Background: an optimization exercise with open tools, aiming at small area. Do not read the settings as production practice.
Only simulation tests tie the RTL to the original design; equivalence was not proved.

==> cedar: inputs <==
==> flow/design.v <==
`timescale 1ns/1ps
package hic_pkg;
    typedef logic [31:0] word_t;
    typedef logic [3:0]  sel_t;
    typedef logic [31:0] adr_t;
    typedef logic [15:0] fifo_level_t;
    typedef enum logic {
        IDLE,
        PUSH
    } frame_state_t;
    localparam adr_t ADR_ID          = 32'h0000_0000;
    localparam adr_t ADR_VERSION     = 32'h0000_0004;
    localparam adr_t ADR_CTRL        = 32'h0000_0008;
    localparam adr_t ADR_IRQ_EN      = 32'h0000_000C;
    localparam adr_t ADR_STATUS      = 32'h0000_0010;
    localparam adr_t ADR_TIME_NOW    = 32'h0000_0014;
    localparam adr_t ADR_ADC_CMD     = 32'h0000_0020;
    localparam adr_t ADR_FIFO_STATUS = 32'h0000_0024;
    localparam adr_t ADR_FIFO_DATA   = 32'h0000_0028;
    localparam adr_t ADR_SNAP_COUNT  = 32'h0000_002C;
    localparam adr_t ADR_RAW_BASE    = 32'h0000_0040;
    localparam word_t CHIP_ID      = 32'h4849_4348;
    localparam word_t CHIP_VERSION = 32'h0000_0001;
    localparam word_t RAW_BASE = 32'h0000_1000;
    localparam int IRQ_EN_BITS = 3;
    typedef struct packed {
        logic  fire;
        logic  we;
        adr_t  adr;
        sel_t  sel;
        word_t dat;
    } wb_cmd_t;
    typedef struct packed {
        logic time_wr;
        logic count_wr;
        logic snapshot;
        logic ovr_clear;
        logic fifo_pop;
    } wr_strobe_t;
endpackage
`timescale 1ns/1ps
`default_nettype none
module home_inventory_wb (
    input  wire        wb_clk_i,
    input  wire        wb_rst_i,
    input  wire        wbs_cyc_i,
    input  wire        wbs_stb_i,
    input  wire        wbs_we_i,
    input  wire [3:0]  wbs_sel_i,
    input  wire [31:0] wbs_adr_i,
    input  wire [31:0] wbs_dat_i,
    output logic       wbs_ack_o,
    output logic [31:0] wbs_dat_o,
    input  wire [7:0]  core_status_i,
    output logic       ctrl_enable_o,
    output logic       ctrl_start_o,
    output logic [2:0] irq_en_o
);
    wire fire = wbs_cyc_i & wbs_stb_i & ~wbs_ack_o;
    wire wr   = fire & wbs_we_i;
    wire rd   = fire & ~wbs_we_i;
    wire       hi0 = (wbs_adr_i[31:7] == 25'd0);
    wire [4:0] wa  = wbs_adr_i[6:2];
    wire a_id    = hi0 & (wa == 5'h00);
    wire a_ver   = hi0 & (wa == 5'h01);
    wire a_ctrl  = hi0 & (wa == 5'h02);
    wire a_irq   = hi0 & (wa == 5'h03);
    wire a_stat  = hi0 & (wa == 5'h04);
    wire a_time  = hi0 & (wa == 5'h05);
    wire a_cmd   = hi0 & (wa == 5'h08);
    wire a_fstat = hi0 & (wa == 5'h09);
    wire a_fdata = hi0 & (wa == 5'h0A);
    wire a_snap  = hi0 & (wa == 5'h0B);
    wire a_raw   = hi0 & (wa[4:3] == 2'b10);
    wire snapshot  = wr & a_cmd & wbs_sel_i[0] & wbs_dat_i[0];
    wire ovr_clear = wr & a_fstat & wbs_sel_i[2] & wbs_dat_i[16];
    wire time_wr   = wr & a_time;
    wire count_wr  = wr & a_snap;
    wire pop_req   = rd & a_fdata;
    wire ctrl_wr   = wr & a_ctrl & wbs_sel_i[0];
    wire irq_wr    = wr & a_irq & wbs_sel_i[0];
    logic start_pending_q;
    always_ff @(posedge wb_clk_i) begin
        if (wb_rst_i) begin
            wbs_ack_o       <= 1'b0;
            ctrl_enable_o   <= 1'b0;
            irq_en_o        <= 3'd0;
            start_pending_q <= 1'b0;
            ctrl_start_o    <= 1'b0;
        end else begin
            wbs_ack_o       <= fire;
            start_pending_q <= ctrl_wr & wbs_dat_i[1];
            ctrl_start_o    <= start_pending_q;
            if (ctrl_wr) ctrl_enable_o <= wbs_dat_i[0];
            if (irq_wr)  irq_en_o      <= wbs_dat_i[2:0];
        end
    end
    logic [31:0] time_q;
    always_ff @(posedge wb_clk_i) begin
        if (wb_rst_i) begin
            time_q <= 32'd0;
        end else if (time_wr) begin
            for (int b = 0; b < 4; b++)
                if (wbs_sel_i[b]) time_q[8*b +: 8] <= wbs_dat_i[8*b +: 8];
        end else begin
            time_q <= time_q + 32'd1;
        end
    end
    logic [31:0] snap_q;
    logic [31:0] raw_q;       
    logic        raw_vld_q;   
    logic [31:0] frm_q;       
    logic [3:0]  seq_q;       
    wire [31:0] next_count = snap_q + 32'd1;
    wire        seq_idle   = seq_q[3] & seq_q[0];
    wire        frame_start = snapshot & seq_idle;
    wire        push        = ~seq_idle;
    wire        frame_drop  = snapshot & ~seq_idle;
    always_ff @(posedge wb_clk_i) begin
        if (wb_rst_i) begin
            snap_q <= 32'd0;
        end else if (snapshot) begin
            snap_q <= next_count;
        end else if (count_wr) begin
            for (int b = 0; b < 4; b++)
                if (wbs_sel_i[b]) snap_q[8*b +: 8] <= wbs_dat_i[8*b +: 8];
        end
    end
    always_ff @(posedge wb_clk_i) begin
        if (wb_rst_i) raw_vld_q <= 1'b0;
        else if (snapshot) raw_vld_q <= 1'b1;
    end
    always_ff @(posedge wb_clk_i) begin
        if (snapshot) raw_q <= next_count;
    end
    always_ff @(posedge wb_clk_i) begin
        if (frame_start) frm_q <= next_count;
    end
    always_ff @(posedge wb_clk_i) begin
        if (wb_rst_i) begin
            seq_q <= 4'b1001;
        end else if (seq_idle) begin
            if (snapshot) seq_q <= 4'b1000;
        end else if (seq_q[3]) begin
            seq_q <= 4'b0000;
        end else if (seq_q[2:0] == 3'd7) begin
            seq_q <= 4'b1001;
        end else begin
            seq_q <= seq_q + 4'd1;
        end
    end
    wire [31:0] push_data = seq_q[3] ? 32'd0 : frm_q + 32'h0000_1000 + {29'd0, seq_q[2:0]};
    logic [31:0] mem [16];
    logic [4:0]  lvl_q;
    logic        ovr_q;
    wire full    = lvl_q[4];
    wire empty   = (lvl_q == 5'd0);
    wire do_push = push & ~full;
    wire do_pop  = pop_req & ~empty;
    always_ff @(posedge wb_clk_i) begin
        if (do_push) begin
            mem[0] <= push_data;
            for (int i = 1; i < 16; i++) mem[i] <= mem[i-1];
        end
    end
    always_ff @(posedge wb_clk_i) begin
        if (wb_rst_i) begin
            lvl_q <= 5'd0;
            ovr_q <= 1'b0;
        end else begin
            if (do_push && !do_pop) lvl_q <= lvl_q + 5'd1;
            else if (do_pop && !do_push) lvl_q <= lvl_q - 5'd1;
            if ((push && full) || frame_drop) ovr_q <= 1'b1;
            else if (ovr_clear) ovr_q <= 1'b0;
        end
    end
    logic [31:0] head;
    always_comb begin
        head = 32'd0;
        for (int i = 0; i < 16; i++)
            head = head | ({32{lvl_q == 5'(i + 1)}} & mem[i]);
    end
    wire [31:0] raw_word = raw_q + 32'h0000_1000 + {29'd0, wa[2:0]};
    always_ff @(posedge wb_clk_i) begin
        wbs_dat_o <= ({32{a_id}}    & 32'h4849_4348)
                   | ({32{a_ver}}   & 32'h0000_0001)
                   | ({32{a_ctrl}}  & {31'd0, ctrl_enable_o})
                   | ({32{a_irq}}   & {29'd0, irq_en_o})
                   | ({32{a_stat}}  & {24'd0, core_status_i})
                   | ({32{a_time}}  & time_q)
                   | ({32{a_fstat}} & {15'd0, ovr_q, 11'd0, lvl_q})
                   | ({32{a_fdata}} & head)
                   | ({32{a_snap}}  & snap_q)
                   | ({32{a_raw & raw_vld_q}} & raw_word);
    end
endmodule
`default_nettype wire
==> flow/run.sh <==
#!/bin/bash
# synth_recipe.tcl (not shown) runs the flow's synth.tcl, then flattens the netlist and writes it again
# the make line also repeats each setting of config.mk as NAME=value (left out here)
make -C /OpenROAD-flow-scripts/flow DESIGN_CONFIG=/design/flow/config.mk WORK_HOME=/design/flow/orfs CLKGATE_MAP_FILE= SYNTH_SCRIPT=/design/flow/synth_recipe.tcl finish
==> flow/config.mk <==
export PLATFORM = sky130hd
export DESIGN_NAME = home_inventory_wb
export DESIGN_NICKNAME = home_inventory_wb
export VERILOG_FILES = /design/flow/design.v
export SDC_FILE = /design/flow/constraint.sdc
export NUM_CORES = 4
export LEC_CHECK = 0
export CAP_MARGIN = 0
export CORE_MARGIN = 2
export CORE_UTILIZATION = 60
export SLEW_MARGIN = 0
==> flow/constraint.sdc <==
create_clock -name core_clock -period 6.0 [get_ports {wb_clk_i}]
set_input_delay 1.2000 -clock core_clock [delete_from_list [all_inputs] [get_ports {wb_clk_i}]]
set_output_delay 1.2000 -clock core_clock [all_outputs]
set_load 0.01 [all_outputs]
==> pepper (differences from cedar) <==
==> flow/design.v, changed modules only <==
module home_inventory_wb (
    input  wire        wb_clk_i,
    input  wire        wb_rst_i,
    input  wire        wbs_cyc_i,
    input  wire        wbs_stb_i,
    input  wire        wbs_we_i,
    input  wire [3:0]  wbs_sel_i,
    input  wire [31:0] wbs_adr_i,
    input  wire [31:0] wbs_dat_i,
    output logic       wbs_ack_o,
    output logic [31:0] wbs_dat_o,
    input  wire [7:0]  core_status_i,
    output logic       ctrl_enable_o,
    output logic       ctrl_start_o,
    output logic [2:0] irq_en_o
);
    wire fire = wbs_cyc_i & wbs_stb_i & ~wbs_ack_o;
    wire wr   = fire & wbs_we_i;
    wire rd   = fire & ~wbs_we_i;
    wire       hi0 = (wbs_adr_i[31:7] == 25'd0);
    wire [4:0] wa  = wbs_adr_i[6:2];
    wire a_id    = hi0 & (wa == 5'h00);
    wire a_ver   = hi0 & (wa == 5'h01);
    wire a_ctrl  = hi0 & (wa == 5'h02);
    wire a_irq   = hi0 & (wa == 5'h03);
    wire a_stat  = hi0 & (wa == 5'h04);
    wire a_time  = hi0 & (wa == 5'h05);
    wire a_cmd   = hi0 & (wa == 5'h08);
    wire a_fstat = hi0 & (wa == 5'h09);
    wire a_fdata = hi0 & (wa == 5'h0A);
    wire a_snap  = hi0 & (wa == 5'h0B);
    wire a_raw   = hi0 & (wa[4:3] == 2'b10);
    wire snapshot  = wr & a_cmd & wbs_sel_i[0] & wbs_dat_i[0];
    wire ovr_clear = wr & a_fstat & wbs_sel_i[2] & wbs_dat_i[16];
    wire time_wr   = wr & a_time;
    wire count_wr  = wr & a_snap;
    wire pop_req   = rd & a_fdata;
    wire ctrl_wr   = wr & a_ctrl & wbs_sel_i[0];
    wire irq_wr    = wr & a_irq & wbs_sel_i[0];
    logic start_pending_q;
    always_ff @(posedge wb_clk_i) begin
        if (wb_rst_i) begin
            wbs_ack_o       <= 1'b0;
            ctrl_enable_o   <= 1'b0;
            irq_en_o        <= 3'd0;
            start_pending_q <= 1'b0;
            ctrl_start_o    <= 1'b0;
        end else begin
            wbs_ack_o       <= fire;
            start_pending_q <= ctrl_wr & wbs_dat_i[1];
            ctrl_start_o    <= start_pending_q;
            if (ctrl_wr) ctrl_enable_o <= wbs_dat_i[0];
            if (irq_wr)  irq_en_o      <= wbs_dat_i[2:0];
        end
    end
    wire [31:0] dat_z = wbs_dat_i & {32{~wb_rst_i}};
    logic [31:0] time_q;
    wire  [3:0]  time_ld  = ({4{time_wr}} & wbs_sel_i) | {4{wb_rst_i}};
    logic [31:0] time_inc;
    hic_inc32 u_time_inc (.q_i(time_q), .cin_i(~time_wr), .s_o(time_inc));
    always_ff @(posedge wb_clk_i) begin
        for (int b = 0; b < 4; b++)
            time_q[8*b +: 8] <= time_ld[b] ? dat_z[8*b +: 8] : time_inc[8*b +: 8];
    end
    logic [31:0] snap_q;
    logic [31:0] raw_q;       
    logic        raw_vld_q;   
    logic [31:0] frm_q;       
    logic [3:0]  seq_q;       
    logic [31:0] snap_inc;
    hic_inc32 u_snap_inc (.q_i(snap_q), .cin_i(snapshot), .s_o(snap_inc));
    wire        seq_idle   = seq_q[3] & seq_q[0];
    wire        frame_start = snapshot & seq_idle;
    wire        push        = ~seq_idle;
    wire        frame_drop  = snapshot & ~seq_idle;
    wire [3:0] snap_ld = ({4{count_wr}} & wbs_sel_i) | {4{wb_rst_i}};
    always_ff @(posedge wb_clk_i) begin
        for (int b = 0; b < 4; b++)
            snap_q[8*b +: 8] <= snap_ld[b] ? dat_z[8*b +: 8] : snap_inc[8*b +: 8];
    end
    always_ff @(posedge wb_clk_i) begin
        if (wb_rst_i) raw_vld_q <= 1'b0;
        else if (snapshot) raw_vld_q <= 1'b1;
    end
    always_ff @(posedge wb_clk_i) begin
        if (snapshot) raw_q <= snap_inc;
    end
    always_ff @(posedge wb_clk_i) begin
        if (frame_start) frm_q <= snap_inc;
    end
    always_ff @(posedge wb_clk_i) begin
        if (wb_rst_i) begin
            seq_q <= 4'b1001;
        end else if (seq_idle) begin
            if (snapshot) seq_q <= 4'b1000;
        end else if (seq_q[3]) begin
            seq_q <= 4'b0000;
        end else if (seq_q[2:0] == 3'd7) begin
            seq_q <= 4'b1001;
        end else begin
            seq_q <= seq_q + 4'd1;
        end
    end
    wire [31:0] frm_word = frm_q + 32'h0000_1000 + {29'd0, seq_q[2:0]};
    wire [31:0] push_data = seq_q[3] ? 32'd0 : frm_word;
    logic [31:0] mem [16];
    logic [4:0]  lvl_q;
    logic        ovr_q;
    wire full    = lvl_q[4];
    wire empty   = (lvl_q == 5'd0);
    wire do_push = push & ~full;
    wire do_pop  = pop_req & ~empty;
    wire [4:0] wr_slot = do_pop ? lvl_q - 5'd1 : lvl_q;
    for (genvar i = 0; i < 16; i++) begin : g_ent
        wire [31:0] above = (i == 15) ? 32'd0 : mem[(i == 15) ? i : i + 1];
        always_ff @(posedge wb_clk_i) begin
            if (wb_rst_i) mem[i] <= 32'd0;
            else mem[i] <= (do_pop ? above : mem[i])
                         | ({32{do_push && wr_slot == 5'(i)}} & push_data);
        end
    end
    always_ff @(posedge wb_clk_i) begin
        if (wb_rst_i) begin
            lvl_q <= 5'd0;
            ovr_q <= 1'b0;
        end else begin
            if (do_push && !do_pop) lvl_q <= lvl_q + 5'd1;
            else if (do_pop && !do_push) lvl_q <= lvl_q - 5'd1;
            if ((push && full) || frame_drop) ovr_q <= 1'b1;
            else if (ovr_clear) ovr_q <= 1'b0;
        end
    end
    wire [31:0] head = mem[0];
    wire [31:0] raw_word = raw_q + 32'h0000_1000 + {29'd0, wa[2:0]};
    always_ff @(posedge wb_clk_i) begin
        wbs_dat_o <= ({32{a_id}}    & 32'h4849_4348)
                   | ({32{a_ver}}   & 32'h0000_0001)
                   | ({32{a_ctrl}}  & {31'd0, ctrl_enable_o})
                   | ({32{a_irq}}   & {29'd0, irq_en_o})
                   | ({32{a_stat}}  & {24'd0, core_status_i})
                   | ({32{a_time}}  & time_q)
                   | ({32{a_fstat}} & {15'd0, ovr_q, 11'd0, lvl_q})
                   | ({32{a_fdata}} & head)
                   | ({32{a_snap}}  & snap_q)
                   | ({32{a_raw & raw_vld_q}} & raw_word);
    end
endmodule
module hic_inc32 (
    input  wire [31:0] q_i,
    input  wire        cin_i,
    output logic [31:0] s_o
);
    logic [31:0] pre;     
    logic [3:0]  ones;    
    logic [3:0]  lane;    
    always_comb begin
        for (int b = 0; b < 4; b++) begin
            pre[8*b] = 1'b1;
            for (int i = 1; i < 8; i++) pre[8*b+i] = pre[8*b+i-1] & q_i[8*b+i-1];
            ones[b] = pre[8*b+7] & q_i[8*b+7];
        end
        lane[0] = 1'b1;
        for (int b = 1; b < 4; b++) lane[b] = lane[b-1] & ones[b-1];
        for (int i = 0; i < 32; i++) s_o[i] = q_i[i] ^ (cin_i & lane[i/8] & pre[i]);
    end
endmodule
==> flow/flow/run.sh (new file) <==
#!/bin/bash
# Standard ORFS layout (standard.sh, standard synthesis unchanged) with layout-only knobs:
#  - after floorplan, the combinational logic is re-mapped for area (flow/restructure.tcl),
#    using only cells the platform allows;
#  - every port still gets a buffer, but a buf_1;
#  - clock tree without dummy loads and with larger sink clusters.
# The make output goes to standard.log; ORFS keeps each step's log under orfs/logs.
set -euo pipefail
cd "$(dirname "$0")/.."
export FLOW_FLOW_DIR="$(pwd)/flow"
bash standard.sh \
  POST_FLOORPLAN_TCL="$(pwd)/flow/restructure.tcl" \
  BUFFER_PORTS_ARGS="-buffer_cell sky130_fd_sc_hd__buf_1" \
  CTS_ARGS="-sink_clustering_enable -repair_clock_nets -dont_use_dummy_load -buf_list sky130_fd_sc_hd__clkbuf_8 -sink_clustering_size 16 -sink_clustering_max_diameter 65" \
  finish > standard.log 2>&1
==> flow/flow/lib_filter.py (new file) <==
#!/usr/bin/env python3
"""Copy a liberty file without the cells named in DONT_USE_CELLS (glob patterns), so that
restructure maps only to cells the platform allows. usage: lib_filter.py IN OUT"""
import fnmatch
import os
import re
import sys

src, dst = sys.argv[1], sys.argv[2]
pats = os.environ.get("DONT_USE_CELLS", "").split()
text = open(src).read()
out = []
pos = 0
for m in re.finditer(r'^\s*cell\s*\(\s*"?([A-Za-z0-9_]+)"?\s*\)\s*\{', text, re.M):
    if m.start() < pos:
        continue
    name = m.group(1)
    # end of this cell group: matching brace
    depth = 0
    i = m.end() - 1
    while True:
        c = text[i]
        if c == "{":
            depth += 1
        elif c == "}":
            depth -= 1
            if depth == 0:
                break
        i += 1
    if any(fnmatch.fnmatch(name, p) for p in pats):
        out.append(text[pos:m.start()])
        pos = i + 1
out.append(text[pos:])
open(dst, "w").write("".join(out))
==> flow/flow/restructure.tcl (new file) <==
# Sourced after floorplan (POST_FLOORPLAN_TCL): re-map the synthesized
# combinational logic for area with OpenROAD's restructure. Registers are untouched.
# restructure reads its own liberty file, so it gets one without the don't-use cells.
set lib $::env(OBJECTS_DIR)/restructure_lib.lib
exec python3 $::env(FLOW_FLOW_DIR)/lib_filter.py [lindex $::env(LIB_FILES) 0] $lib
file mkdir $::env(OBJECTS_DIR)/rs
report_design_area
restructure -target area -liberty_file $lib \
  -tielo_port $::env(TIELO_CELL_AND_PORT) -tiehi_port $::env(TIEHI_CELL_AND_PORT) \
  -work_dir $::env(OBJECTS_DIR)/rs -abc_logfile $::env(LOG_DIR)/2_1_restructure_abc.log
report_design_area
==> flow/standard.sh (new file) <==
#!/bin/bash
# synth_recipe.tcl (not shown) runs the flow's synth.tcl, then flattens the netlist and writes it again
# the make line also repeats each setting of config.mk as NAME=value (left out here)
make -C /OpenROAD-flow-scripts/flow DESIGN_CONFIG=/design/flow/config.mk WORK_HOME=/design/flow/orfs CLKGATE_MAP_FILE= SYNTH_SCRIPT=/design/flow/synth_recipe.tcl "${@:-finish}"
--- a/flow/config.mk
+++ b/flow/config.mk
@@ -7,5 +7,6 @@
 export LEC_CHECK = 0
-export CAP_MARGIN = 0
+export CAP_MARGIN = 20
 export CORE_MARGIN = 2
-export CORE_UTILIZATION = 60
-export SLEW_MARGIN = 0
+export CORE_UTILIZATION = 40
+export PLACE_DENSITY = 0.85
+export SLEW_MARGIN = 20
removed: flow/run.sh
==> tundra (differences from cedar) <==
--- a/flow/config.mk
+++ b/flow/config.mk
@@ -7,5 +7,5 @@
 export LEC_CHECK = 0
-export CAP_MARGIN = 0
+export CAP_MARGIN = 20
 export CORE_MARGIN = 2
-export CORE_UTILIZATION = 60
-export SLEW_MARGIN = 0
+export CORE_UTILIZATION = 40
+export SLEW_MARGIN = 20
==> results.cfg <==
[outcome]
status = finished clean

[pwr]
seq-power_mw = 5.12
finalPower_mw = 9.47

[drt]
dr.pass1.iters = 6
wl_met1_mm = 30.5

[floorplan]
die_area_um2 = 48500

[placement]
place_ws_ns = 1.43
post-dp-hpwl_mm = 45.5

[global_routing]
met2_usage_pct = 46.7

[clock_tree]
clock_latency_ns = 0.61
cts_max_level = 3
# the run above: cedar

==> results.cfg <==
[clock_tree]
clock_latency_ns = 0.62
cts_max_level = 3

[outcome]
status = finished clean

[drt]
dr.pass1.iters = 6

[floorplan]
die_area_um2 = 72200

[layout]
drive_gt1_share_pct = 8.98

[placement]
post-dp-hpwl_mm = 46.5
place_ws_ns = 1.29

[pwr]
finalPower_mw = 9.67

[global_routing]
met2_usage_pct = 33.8
# the run above: tundra

==> results.cfg <==
[outcome]
status = finished clean

[pwr]
finalPower_mw = 6.90
seq-power_mw = 4.64

[layout]
final_core_util_pct = 39.4

[drt]
dr.pass1.iters = 12

[placement]
place_ws_ns = -0.226
post-dp-hpwl_mm = 46.3

[clock_tree]
clock_latency_ns = 0.68
cts_max_level = 2

[floorplan]
die_area_um2 = 76500
# the run above: pepper

static timing again, ports no longer ideal:
Ports are ideal in the flow. The routed layouts listed here were re-timed in OpenROAD.
Step 1 sets driving cells, clkbuf_16 on the clock port and buf_2 on the other inputs (assumed; they add their load-dependent delay and slew).
Step 2, shift: input delay + t, output delay - t, t = (earliest + latest rising clock arrival at the registers) / 2. This alone moves slack from input paths to output paths.
Slacks: ideal ports / drivers / drivers and shift; pairs: ideal ports / drivers.
| run | shift t [ns] | setup WS [ns] | worst hold slack (ns) | worst slew at a driven data input, ns |
|---|---|---|---|---|
| cedar | 0.664 | 2.016 / 2.045 / 1.381 | 0.432 / 0.432 / 0.432 | 0.04 |
| pepper | 0.704 | 0.587 / 0.617 / -0.087 | 0.462 / 0.462 / 0.462 | 0.15 |
| tundra | 0.671 | 1.844 / 1.884 / 1.212 | 0.435 / 0.435 / 0.435 | 0.05 |
With both steps, setup timing fails in pepper, where it was met with ideal ports. The setup slack of pepper, which loses most, moves by +0.030 ns with the drivers and by -0.674 ns with both steps.
